Background: an optimization exercise with open tools, aiming at small area, a short achievable clock period and few clock cycles per item. Do not read the settings as production practice. Only simulation tests tie the RTL to the original design; equivalence was not proved. Power figures rest on the tool's default switching activity, not on a simulated workload.

==> inputs of lagoon <==
## lru_page_order_queue
module lru_page_order_queue (
  input  wire logic                          clk,
  input  wire logic                          rst,
  input  wire logic                          req_valid,
  output      logic                          req_ready,
  input  wire logic                          req_operation,
  input  wire logic [lpoq_pkg::PAGE_W-1:0]   req_page_number,
  input  wire logic [lpoq_pkg::PID_W-1:0]    req_process_id,
  output      logic                          rsp_valid,
  input  wire logic                          rsp_ready,
  output      logic                          rsp_evicted,
  output      logic [lpoq_pkg::PAGE_W-1:0]   rsp_evicted_page,
  output      logic [lpoq_pkg::PID_W-1:0]    rsp_evicted_pid,
  output      logic                          rsp_hit,
  input  wire logic                          cfg_write_en,
  input  wire logic [lpoq_pkg::CAP_W-1:0]    cfg_write_data
);
  localparam int N  = lpoq_pkg::DEPTH;
  localparam int KW = lpoq_pkg::KEY_W;
  ...
==> module lru_page_order_queue, before the edit <==
module lru_page_order_queue (
  input  wire logic                          clk,
  input  wire logic                          rst,
  input  wire logic                          req_valid,
  output      logic                          req_ready,
  input  wire logic                          req_operation,
  input  wire logic [lpoq_pkg::PAGE_W-1:0]   req_page_number,
  input  wire logic [lpoq_pkg::PID_W-1:0]    req_process_id,
  output      logic                          rsp_valid,
  input  wire logic                          rsp_ready,
  output      logic                          rsp_evicted,
  output      logic [lpoq_pkg::PAGE_W-1:0]   rsp_evicted_page,
  output      logic [lpoq_pkg::PID_W-1:0]    rsp_evicted_pid,
  output      logic                          rsp_hit,
  input  wire logic                          cfg_write_en,
  input  wire logic [lpoq_pkg::CAP_W-1:0]    cfg_write_data
);
  localparam int N  = lpoq_pkg::DEPTH;
  localparam int KW = lpoq_pkg::KEY_W;
  localparam int RW = KW + 2;             
  logic [KW-1:0]              key_mem [N];
  logic [N-1:0]               valid;       
  logic [N-1:0]               older [N];   
  logic [N-1:0]               lru;         
  logic [lpoq_pkg::CAP_W-1:0] capacity;
  logic                       s2_v;
  logic                       s2_touch;
  logic [KW-1:0]              s2_key;
  logic [N-1:0]               s2_match;    
  logic [N-1:0]               s2_wlast;    
  logic                       s2_eqp;      
  logic [1:0]                 ocnt;
  logic [RW-1:0]              ohead, otail;
  logic [KW-1:0] in_key;
  logic [N-1:0]  in_match;
  logic          in_eqp;
  logic          take;
  logic          proc;
  assign in_key = {req_page_number, req_process_id};
  always_comb begin
    for (int i = 0; i < N; i++) in_match[i] = (in_key == key_mem[i]);
  end
  assign in_eqp = (in_key == s2_key);
  assign proc      = s2_v && !ocnt[1];
  assign req_ready = !s2_v || !ocnt[1];
  assign take      = req_valid && req_ready;
  logic [N-1:0] m_eff, cand, first, app, ins_slot, we, lru2, s;
  logic         evict, hit, lru_hit, adv;    
  logic [KW-1:0] ev_key;
  assign m_eff = (s2_match & ~s2_wlast) | (s2_wlast & {N{s2_eqp}});
  assign cand  = m_eff & valid;
  logic [N-1:0] ol [N];
  always_comb begin
    for (int i = 0; i < N; i++)
      for (int j = 0; j < N; j++)
        if (i < j)      ol[i][j] = older[i][j];
        else if (i > j) ol[i][j] = !older[j][i];
        else            ol[i][j] = 1'b1;
  end
  always_comb begin
    for (int i = 0; i < N; i++) begin
      first[i] = cand[i];
      for (int j = 0; j < N; j++)
        if (j != i && cand[j] && !ol[i][j]) first[i] = 1'b0;
    end
  end
  always_comb begin
    logic [N-1:0] rest;
    rest = valid & ~lru;
    for (int i = 0; i < N; i++) begin
      lru2[i] = rest[i];
      for (int j = 0; j < N; j++)
        if (j != i && rest[j] && !ol[i][j]) lru2[i] = 1'b0;
    end
  end
  logic [N-1:0] lim_oh, valid_nx;
  always_comb begin
    lim_oh = '0;
    if (capacity == '0)         lim_oh[0]   = 1'b1;
    else if (capacity >= 5'd16) lim_oh[N-1] = 1'b1;
    else                        lim_oh[capacity - 5'd1] = 1'b1;
  end
  assign valid_nx = (proc && !s2_touch && !evict) ? {valid[N-2:0], 1'b1} : valid;
  assign app      = valid ^ {valid[N-2:0], 1'b1};    
  assign ins_slot = evict ? lru : app;
  assign we       = (proc && !s2_touch) ? ins_slot : '0;
  assign s        = s2_touch ? first : ins_slot;
  assign hit      = s2_touch && (|cand);
  assign lru_hit  = |(m_eff & lru);
  assign adv      = s2_touch ? lru_hit : evict;
  always_comb begin
    ev_key = '0;
    for (int i = 0; i < N; i++) if (lru[i]) ev_key = ev_key | key_mem[i];
    if (s2_touch || !evict) ev_key = '0;
  end
  logic [RW-1:0] rsp_new;
  assign rsp_new = {(!s2_touch && evict), ev_key, hit};
  always_ff @(posedge clk) begin
    for (int i = 0; i < N; i++) if (we[i]) key_mem[i] <= s2_key;
    if (proc) begin
      for (int i = 0; i < N; i++)
        for (int j = i + 1; j < N; j++)
          older[i][j] <= s[j] | (older[i][j] & !s[i]);
      if (valid == '0) lru <= app;
      else if (adv && (lru2 != '0)) lru <= lru2;
    end
    if (take) begin
      s2_touch <= req_operation;
      s2_key   <= in_key;
      s2_match <= in_match;
      s2_wlast <= we;
      s2_eqp   <= in_eqp;
    end
  end
  always_ff @(posedge clk) begin
    if (rst) begin
      valid    <= '0;
      evict    <= 1'b0;
      capacity <= lpoq_pkg::CAP_RESET;
      s2_v     <= 1'b0;
      ocnt     <= 2'd0;
    end else begin
      if (cfg_write_en) capacity <= cfg_write_data;
      valid <= valid_nx;
      evict <= |(valid_nx & lim_oh);
      if (take) s2_v <= 1'b1;
      else if (proc) s2_v <= 1'b0;
      case (ocnt)
        2'd0: if (proc) ocnt <= 2'd1;
        2'd1: if (proc && !rsp_ready) ocnt <= 2'd2;
              else if (!proc && rsp_ready) ocnt <= 2'd0;
        default: if (rsp_ready) ocnt <= 2'd1;
      endcase
    end
  end
  always_ff @(posedge clk) begin
    case (ocnt)
      2'd0: if (proc) ohead <= rsp_new;
      2'd1: begin
        if (proc && rsp_ready) ohead <= rsp_new;
        if (proc && !rsp_ready) otail <= rsp_new;
      end
      default: if (rsp_ready) ohead <= otail;
    endcase
  end
  assign rsp_valid        = (ocnt != 2'd0);
  assign rsp_evicted      = ohead[RW-1];
  assign rsp_evicted_page = ohead[RW-2 -: lpoq_pkg::PAGE_W];
  assign rsp_evicted_pid  = ohead[lpoq_pkg::PID_W:1];
  assign rsp_hit          = ohead[0];
endmodule
export LEC_CHECK = 0
export ABC_CLOCK_PERIOD_IN_PS = 2000
export CAP_MARGIN = 20
export CORE_MARGIN = 2
export CORE_UTILIZATION = 40
export SETUP_SLACK_MARGIN = 2.8
export SLEW_MARGIN = 20
export TNS_END_PERCENT = 100
create_clock -name core_clock -period 5.0 [get_ports {clk}]
run.sh (not shown) runs the stock make flow with config.mk's settings and CLKGATE_MAP_FILE= SYNTH_SCRIPT=/design/flow/synth_recipe.tcl, a recipe that flattens the netlist after the stock synthesis.
==> raven (differences from lagoon) <==
--- a/flow/design.v
+++ b/flow/design.v
@@ -85,4 +85,4 @@
   logic                       s2_eqp;      
-  logic [1:0]                 ocnt;
-  logic [RW-1:0]              ohead, otail;
+  logic                       rv_q;        
+  logic [RW-1:0]              ohead;
   logic [KW-1:0] in_key;
@@ -97,7 +97,7 @@
   assign in_eqp = (in_key == s2_key);
-  assign proc      = s2_v && !ocnt[1];
-  assign req_ready = !s2_v || !ocnt[1];
+  assign proc      = s2_v && (!rv_q || rsp_ready);
+  assign req_ready = !s2_v || !rv_q || rsp_ready;
   assign take      = req_valid && req_ready;
-  logic [N-1:0] m_eff, cand, first, app, ins_slot, we, lru2, s;
-  logic         evict, hit, lru_hit, adv;    
+  logic [N-1:0] m_eff, cand, first, lru2, app, ins_slot, we, s;
+  logic         evict, hit, adv;    
   logic [KW-1:0] ev_key;
@@ -140,6 +140,5 @@
   assign we       = (proc && !s2_touch) ? ins_slot : '0;
-  assign s        = s2_touch ? first : ins_slot;
+  assign s        = !proc ? '0 : s2_touch ? first : ins_slot;
   assign hit      = s2_touch && (|cand);
-  assign lru_hit  = |(m_eff & lru);
-  assign adv      = s2_touch ? lru_hit : evict;
+  assign adv      = s2_touch ? |(m_eff & lru) : evict;
   always_comb begin
@@ -151,10 +150,12 @@
   assign rsp_new = {(!s2_touch && evict), ev_key, hit};
+  logic s2_v_nx;
+  assign s2_v_nx = take || (s2_v && !proc);
   always_ff @(posedge clk) begin
     for (int i = 0; i < N; i++) if (we[i]) key_mem[i] <= s2_key;
+    for (int i = 0; i < N; i++)
+      for (int j = i + 1; j < N; j++)
+        older[i][j] <= s[j] | (older[i][j] & !s[i]);
     if (proc) begin
-      for (int i = 0; i < N; i++)
-        for (int j = i + 1; j < N; j++)
-          older[i][j] <= s[j] | (older[i][j] & !s[i]);
-      if (valid == '0) lru <= app;
-      else if (adv && (lru2 != '0)) lru <= lru2;
+      if (!valid[0]) lru <= {{(N-1){1'b0}}, 1'b1};    
+      else if (adv && valid[1]) lru <= lru2;          
     end
@@ -174,3 +175,3 @@
       s2_v     <= 1'b0;
-      ocnt     <= 2'd0;
+      rv_q     <= 1'b0;
     end else begin
@@ -179,10 +180,5 @@
       evict <= |(valid_nx & lim_oh);
-      if (take) s2_v <= 1'b1;
-      else if (proc) s2_v <= 1'b0;
-      case (ocnt)
-        2'd0: if (proc) ocnt <= 2'd1;
-        2'd1: if (proc && !rsp_ready) ocnt <= 2'd2;
-              else if (!proc && rsp_ready) ocnt <= 2'd0;
-        default: if (rsp_ready) ocnt <= 2'd1;
-      endcase
+      s2_v  <= s2_v_nx;
+      if (proc) rv_q <= 1'b1;
+      else if (rsp_ready) rv_q <= 1'b0;
     end
@@ -190,12 +186,5 @@
   always_ff @(posedge clk) begin
-    case (ocnt)
-      2'd0: if (proc) ohead <= rsp_new;
-      2'd1: begin
-        if (proc && rsp_ready) ohead <= rsp_new;
-        if (proc && !rsp_ready) otail <= rsp_new;
-      end
-      default: if (rsp_ready) ohead <= otail;
-    endcase
+    if (proc) ohead <= rsp_new;
   end
-  assign rsp_valid        = (ocnt != 2'd0);
+  assign rsp_valid        = rv_q;
   assign rsp_evicted      = ohead[RW-1];
Settings changed: SETUP_SLACK_MARGIN 2.8 to 2.45.
==> cedar (differences from lagoon) <==
Settings changed: ABC_CLOCK_PERIOD_IN_PS 2000 to 1500, SETUP_SLACK_MARGIN 2.8 to 3.3.
==> notes <==
raven finished clean. cedar finished but failed the layout checks on capacitance limit, slew limit. lagoon went through all stages and came out clean. Global-route usage, lowest first: raven, lagoon, cedar. Of raven and cedar, raven has the higher hold slack (gap 0.10 ns). In flip-flop and latch count, lagoon and cedar do not differ. Utilization, highest first: cedar, lagoon, raven. Total power, highest first: cedar, lagoon, raven. Of cedar and raven, cedar has the higher synthesized cell count (gap about 9%, measured against raven). Clock-buffer cell count: lagoon is higher than raven (24). Between raven and cedar, the lower synthesized area is in raven (gap about 8%, measured against cedar). Via count, lowest first: raven, lagoon, cedar. Non-clock buffer count: raven is lower than cedar (886).
Testbench counts of lagoon, summed over its fixed seeds: cycles 3,216, items 3,200.
Testbench counts of raven, summed over its fixed seeds: cycles 3,216, items 3,200.
Testbench counts of cedar, summed over its fixed seeds: cycles 3,216, items 3,200.

* * *

==> job 6516: inputs <==
==> flow/design.v <==
`default_nettype none
package lpoq_pkg;
  localparam int DEPTH  = 16;
  localparam int ADDR_W = (DEPTH > 1) ? $clog2(DEPTH) : 1;
  localparam int OCC_W  = $clog2(DEPTH + 1);
  localparam int PAGE_W = 32;
  localparam int PID_W  = 16;
  localparam int KEY_W  = PAGE_W + PID_W;
  localparam int CAP_W = 5;
  localparam logic [CAP_W-1:0] CAP_RESET = 5'd16;
  typedef enum logic {
    OP_INSERT = 1'b0,
    OP_TOUCH  = 1'b1
  } op_t;
  typedef struct packed {
    logic [PAGE_W-1:0] page;
    logic [PID_W-1:0]  pid;
  } key_t;
  typedef enum logic [6:0] {
    ST_IDLE   = 7'b0000001,
    ST_EV_RD  = 7'b0000010,
    ST_EV_CAP = 7'b0000100,
    ST_SEARCH = 7'b0001000,
    ST_SHIFT  = 7'b0010000,
    ST_APPEND = 7'b0100000,
    ST_DONE   = 7'b1000000
  } state_t;
endpackage
`default_nettype wire
`default_nettype none
module lpoq_ram #(
  parameter int WIDTH  = 48,
  parameter int DEPTH  = 16,
  parameter int ADDR_W = 4
) (
  input  wire logic              clk,
  input  wire logic              we,
  input  wire logic [ADDR_W-1:0] waddr,
  input  wire logic [WIDTH-1:0]  wdata,
  input  wire logic [ADDR_W-1:0] raddr,
  output logic      [WIDTH-1:0]  rdata
);
  logic [WIDTH-1:0] mem [DEPTH];
  always_ff @(posedge clk) begin
    if (we) begin
      mem[waddr] <= wdata;
    end
  end
  always_ff @(posedge clk) begin
    rdata <= mem[raddr];
  end
endmodule
`default_nettype wire
`default_nettype none
module lru_page_order_queue (
  input  wire logic                          clk,
  input  wire logic                          rst,
  input  wire logic                          req_valid,
  output      logic                          req_ready,
  input  wire logic                          req_operation,
  input  wire logic [lpoq_pkg::PAGE_W-1:0]   req_page_number,
  input  wire logic [lpoq_pkg::PID_W-1:0]    req_process_id,
  output      logic                          rsp_valid,
  input  wire logic                          rsp_ready,
  output      logic                          rsp_evicted,
  output      logic [lpoq_pkg::PAGE_W-1:0]   rsp_evicted_page,
  output      logic [lpoq_pkg::PID_W-1:0]    rsp_evicted_pid,
  output      logic                          rsp_hit,
  input  wire logic                          cfg_write_en,
  input  wire logic [lpoq_pkg::CAP_W-1:0]    cfg_write_data
);
  localparam int N  = lpoq_pkg::DEPTH;
  localparam int KW = lpoq_pkg::KEY_W;
  localparam int RW = KW + 2;             
  logic [KW-1:0]              key_mem [N];
  logic [N-1:0]               valid;       
  logic [N-1:0]               older [N];   
  logic [N-1:0]               lru;         
  logic [lpoq_pkg::CAP_W-1:0] capacity;
  logic                       s2_v;
  logic                       s2_touch;
  logic [KW-1:0]              s2_key;
  logic [N-1:0]               s2_match;    
  logic [N-1:0]               s2_wlast;    
  logic                       s2_eqp;      
  logic [1:0]                 ocnt;
  logic                       rdy_q;       
  logic                       rv_q;        
  logic [RW-1:0]              ohead, otail;
  logic [KW-1:0] in_key;
  logic [N-1:0]  in_match;
  logic          in_eqp;
  logic          take;
  logic          proc;
  assign in_key = {req_page_number, req_process_id};
  always_comb begin
    for (int i = 0; i < N; i++) in_match[i] = (in_key == key_mem[i]);
  end
  assign in_eqp = (in_key == s2_key);
  assign proc      = s2_v && !ocnt[1];
  assign req_ready = rdy_q;    
  assign take      = req_valid && req_ready;
  logic [N-1:0] m_eff, cand, first, lru2, app, ins_slot, we, s;
  logic         evict, hit, adv;    
  logic [KW-1:0] ev_key;
  assign m_eff = (s2_match & ~s2_wlast) | (s2_wlast & {N{s2_eqp}});
  assign cand  = m_eff & valid;
  logic [N-1:0] ol [N];
  always_comb begin
    for (int i = 0; i < N; i++)
      for (int j = 0; j < N; j++)
        if (i < j)      ol[i][j] = older[i][j];
        else if (i > j) ol[i][j] = !older[j][i];
        else            ol[i][j] = 1'b1;
  end
  always_comb begin
    for (int i = 0; i < N; i++) begin
      first[i] = cand[i];
      for (int j = 0; j < N; j++)
        if (j != i && cand[j] && !ol[i][j]) first[i] = 1'b0;
    end
  end
  always_comb begin
    logic [N-1:0] rest;
    rest = valid & ~lru;
    for (int i = 0; i < N; i++) begin
      lru2[i] = rest[i];
      for (int j = 0; j < N; j++)
        if (j != i && rest[j] && !ol[i][j]) lru2[i] = 1'b0;
    end
  end
  logic [N-1:0] lim_oh, valid_nx;
  always_comb begin
    lim_oh = '0;
    if (capacity == '0)         lim_oh[0]   = 1'b1;
    else if (capacity >= 5'd16) lim_oh[N-1] = 1'b1;
    else                        lim_oh[capacity - 5'd1] = 1'b1;
  end
  assign valid_nx = (proc && !s2_touch && !evict) ? {valid[N-2:0], 1'b1} : valid;
  assign app      = valid ^ {valid[N-2:0], 1'b1};    
  assign ins_slot = evict ? lru : app;
  assign we       = (proc && !s2_touch) ? ins_slot : '0;
  assign s        = !proc ? '0 : s2_touch ? first : ins_slot;
  assign hit      = s2_touch && (|cand);
  assign adv      = s2_touch ? |(m_eff & lru) : evict;
  always_comb begin
    ev_key = '0;
    for (int i = 0; i < N; i++) if (lru[i]) ev_key = ev_key | key_mem[i];
    if (s2_touch || !evict) ev_key = '0;
  end
  logic [RW-1:0] rsp_new;
  assign rsp_new = {(!s2_touch && evict), ev_key, hit};
  logic       s2_v_nx;
  logic [1:0] ocnt_nx;
  assign s2_v_nx = take || (s2_v && !proc);
  always_comb begin
    ocnt_nx = ocnt;
    case (ocnt)
      2'd0: if (proc) ocnt_nx = 2'd1;
      2'd1: if (proc && !rsp_ready) ocnt_nx = 2'd2;
            else if (!proc && rsp_ready) ocnt_nx = 2'd0;
      default: if (rsp_ready) ocnt_nx = 2'd1;
    endcase
  end
  always_ff @(posedge clk) begin
    for (int i = 0; i < N; i++) if (we[i]) key_mem[i] <= s2_key;
    for (int i = 0; i < N; i++)
      for (int j = i + 1; j < N; j++)
        older[i][j] <= s[j] | (older[i][j] & !s[i]);
    if (proc) begin
      if (!valid[0]) lru <= {{(N-1){1'b0}}, 1'b1};    
      else if (adv && valid[1]) lru <= lru2;          
    end
    if (take) begin
      s2_touch <= req_operation;
      s2_key   <= in_key;
      s2_match <= in_match;
      s2_wlast <= we;
      s2_eqp   <= in_eqp;
    end
  end
  always_ff @(posedge clk) begin
    if (rst) begin
      valid    <= '0;
      evict    <= 1'b0;
      capacity <= lpoq_pkg::CAP_RESET;
      s2_v     <= 1'b0;
      ocnt     <= 2'd0;
      rdy_q    <= 1'b1;
      rv_q     <= 1'b0;
    end else begin
      if (cfg_write_en) capacity <= cfg_write_data;
      valid <= valid_nx;
      evict <= |(valid_nx & lim_oh);
      s2_v  <= s2_v_nx;
      ocnt  <= ocnt_nx;
      rdy_q <= !(s2_v_nx && ocnt_nx[1]);
      rv_q  <= (ocnt_nx != 2'd0);
    end
  end
  always_ff @(posedge clk) begin
    case (ocnt)
      2'd0: if (proc) ohead <= rsp_new;
      2'd1: begin
        if (proc && rsp_ready) ohead <= rsp_new;
        if (proc && !rsp_ready) otail <= rsp_new;
      end
      default: if (rsp_ready) ohead <= otail;
    endcase
  end
  assign rsp_valid        = rv_q;    
  assign rsp_evicted      = ohead[RW-1];
  assign rsp_evicted_page = ohead[RW-2 -: lpoq_pkg::PAGE_W];
  assign rsp_evicted_pid  = ohead[lpoq_pkg::PID_W:1];
  assign rsp_hit          = ohead[0];
endmodule
`default_nettype wire
==> flow/run.sh <==
#!/bin/bash
# synth_recipe.tcl (not shown) runs the flow's synth.tcl, then flattens the netlist and writes it again
# the make line also repeats each setting of config.mk as NAME=value (left out here)
make -C /OpenROAD-flow-scripts/flow DESIGN_CONFIG=/design/flow/config.mk WORK_HOME=/design/flow/orfs CLKGATE_MAP_FILE= SYNTH_SCRIPT=/design/flow/synth_recipe.tcl finish
==> flow/config.mk <==
export PLATFORM = sky130hd
export DESIGN_NAME = lru_page_order_queue
export DESIGN_NICKNAME = lru_page_order_queue
export VERILOG_FILES = /design/flow/design.v
export SDC_FILE = /design/flow/constraint.sdc
export NUM_CORES = 4
export LEC_CHECK = 0
export ABC_CLOCK_PERIOD_IN_PS = 2000
export CAP_MARGIN = 20
export CORE_MARGIN = 2
export CORE_UTILIZATION = 40
export SETUP_SLACK_MARGIN = 2.3
export SLEW_MARGIN = 20
export TNS_END_PERCENT = 100
==> flow/constraint.sdc <==
create_clock -name core_clock -period 5.0 [get_ports {clk}]
set_input_delay 1.0000 -clock core_clock [delete_from_list [all_inputs] [get_ports {clk}]]
set_output_delay 1.0000 -clock core_clock [all_outputs]
set_load 0.01 [all_outputs]
==> job 7280: changes against job 6516 <==
--- a/flow/design.v
+++ b/flow/design.v
@@ -77,3 +77,2 @@
   logic [N-1:0]               older [N];   
-  logic [N-1:0]               lru;         
   logic [lpoq_pkg::CAP_W-1:0] capacity;
@@ -102,4 +101,4 @@
   assign take      = req_valid && req_ready;
-  logic [N-1:0] m_eff, cand, first, lru2, app, ins_slot, we, s;
-  logic         evict, hit, adv;    
+  logic [N-1:0] m_eff, cand, first, lru, app, ins_slot, we, s;
+  logic         evict, hit;    
   logic [KW-1:0] ev_key;
@@ -123,8 +122,6 @@
   always_comb begin
-    logic [N-1:0] rest;
-    rest = valid & ~lru;
     for (int i = 0; i < N; i++) begin
-      lru2[i] = rest[i];
+      lru[i] = valid[i];
       for (int j = 0; j < N; j++)
-        if (j != i && rest[j] && !ol[i][j]) lru2[i] = 1'b0;
+        if (j != i && valid[j] && !ol[i][j]) lru[i] = 1'b0;
     end
@@ -144,3 +141,2 @@
   assign hit      = s2_touch && (|cand);
-  assign adv      = s2_touch ? |(m_eff & lru) : evict;
   always_comb begin
@@ -169,6 +165,2 @@
         older[i][j] <= s[j] | (older[i][j] & !s[i]);
-    if (proc) begin
-      if (!valid[0]) lru <= {{(N-1){1'b0}}, 1'b1};    
-      else if (adv && valid[1]) lru <= lru2;          
-    end
     if (take) begin
--- a/flow/config.mk
+++ b/flow/config.mk
@@ -11,3 +11,3 @@
 export CORE_UTILIZATION = 40
-export SETUP_SLACK_MARGIN = 2.3
+export SETUP_SLACK_MARGIN = 2.5
 export SLEW_MARGIN = 20
==> summary.txt <==
- Against job 7280, the maximum frequency of job 6516 is smaller by 2.0%.
- Against job 7280, the register-to-register slack of job 6516 is worse by 60 ps.
- Of job 6516 and job 7280, job 6516 has the higher die area (gap 1.0%, measured against job 7280).
- Against job 7280, the synthesized cell count of job 6516 is higher by 0.57%.
- Against job 7280, the global-route usage of job 6516 is lower by 8.3 points.
- Between job 6516 and job 7280, the lower via count is in job 6516 (gap 12%, measured against job 7280).
- Core utilization: job 6516 is lower than job 7280 (10 points).
- Sequential share of layout area: job 6516 is higher than job 7280 (9.0 points).
- In job 7280 the non-clock buffer count is higher than in job 6516, by 540.
- In job 7280 the flip-flop and latch count is lower than in job 6516, by 16.
- Of job 6516 and job 7280, job 7280 has the higher critical path depth (gap 5).
- Job 6516 completed without violations. Job 7280 passed the timing, design-rule and antenna checks.
==> figures <==
item                                                                                      job 7280                 job 6516
Metal1 wirelength                                                                           126 mm                   114 mm
Post-placement worst setup slack                                                            582 ps                   683 ps
Final estimated routing congestion in global placement                                        1.08                     1.11
First-pass GRT wire length                                                                  442 mm                   384 mm
Status                                                                     complete, no violations  complete, no violations
Detail Placement HPWL                                                                       220 mm                   217 mm
Share of the synthesized area in compound gates (AO/OA/AOI/OAI)                              12.4%                    12.8%
Sequential group share of total power                                                        46.7%                    48.3%
Layout cells sized above 1                                                                   35.4%                    18.2%
Row Count                                                                                      131                      132
Number of enable-type register cells in the synthesized netlist                                950                      966
Cells after Synth                                                                             3886                     3908
Wire length on met2                                                                         136 mm                   124 mm
Leakage power total                                                                        26.8 nW                  22.1 nW
Number of antenna violations at the first check in global routing                               47                       32
Aggregate routed wire length                                                                364 mm                   300 mm
Worst hold path cell count                                                                       0                        2
Transition time of the tightest slew-check pin                                             1360 ps                  1270 ps
Number of non-clock buffers in the layout                                                      945                      405
Critical Path Slowest Stage Cell                                                           dfxtp_4                 edfxtp_1
Flip-flop and latch share of the layout cell area                                            42.6%                    51.6%
Worst slew slack as a fraction of its limit                                                  8.73%                    14.8%
Number of search-and-repair iterations in the first detailed-routing pass                        8                        6
Testbench counts of job 6516, summed over its fixed seeds: cycles 3,216, items 3,200.
Testbench counts of job 7280, summed over its fixed seeds: cycles 3,216, items 3,200.

static timing again, ports no longer ideal:
The flow's constraints put no driver on any port. The routed layouts listed below were extracted and timed again, unchanged, in two steps. Step 1 assumes that a clkbuf_16 drives the clock port and a buf_2 every other input. Step 2 also shifts input and output timing later by t, the mid clock arrival at the registers, as if the neighbouring blocks saw the same clock. Three values: ideal, step 1, step 2; two values: the first two.
run	t, ns	slack for setup (ns)	hold slack, ns	slew at the worst register clock pin (ns)	worst slew at a driven data input, ns
lagoon	0.879	2.317 / 2.317 / 1.818	0.472 / 0.472 / 0.472	0.07 / 0.07	0.15
raven	0.826	2.292 / 2.292 / 1.536	0.535 / 0.535 / 0.535	0.07 / 0.07	0.07
cedar	0.883	2.324 / 2.324 / 1.646	0.435 / 0.417 / 0.496	0.08 / 0.08	0.18
job 6516	0.869	2.120 / 2.120 / 1.383	0.539 / 0.539 / 0.539	0.07 / 0.07	0.09
job 7280	0.887	2.177 / 2.177 / 1.409	0.449 / 0.449 / 0.449	0.07 / 0.07	0.07
For job 7280, which loses most, drivers alone change the setup slack by 0.000 ns; drivers and shift together by -0.768 ns.
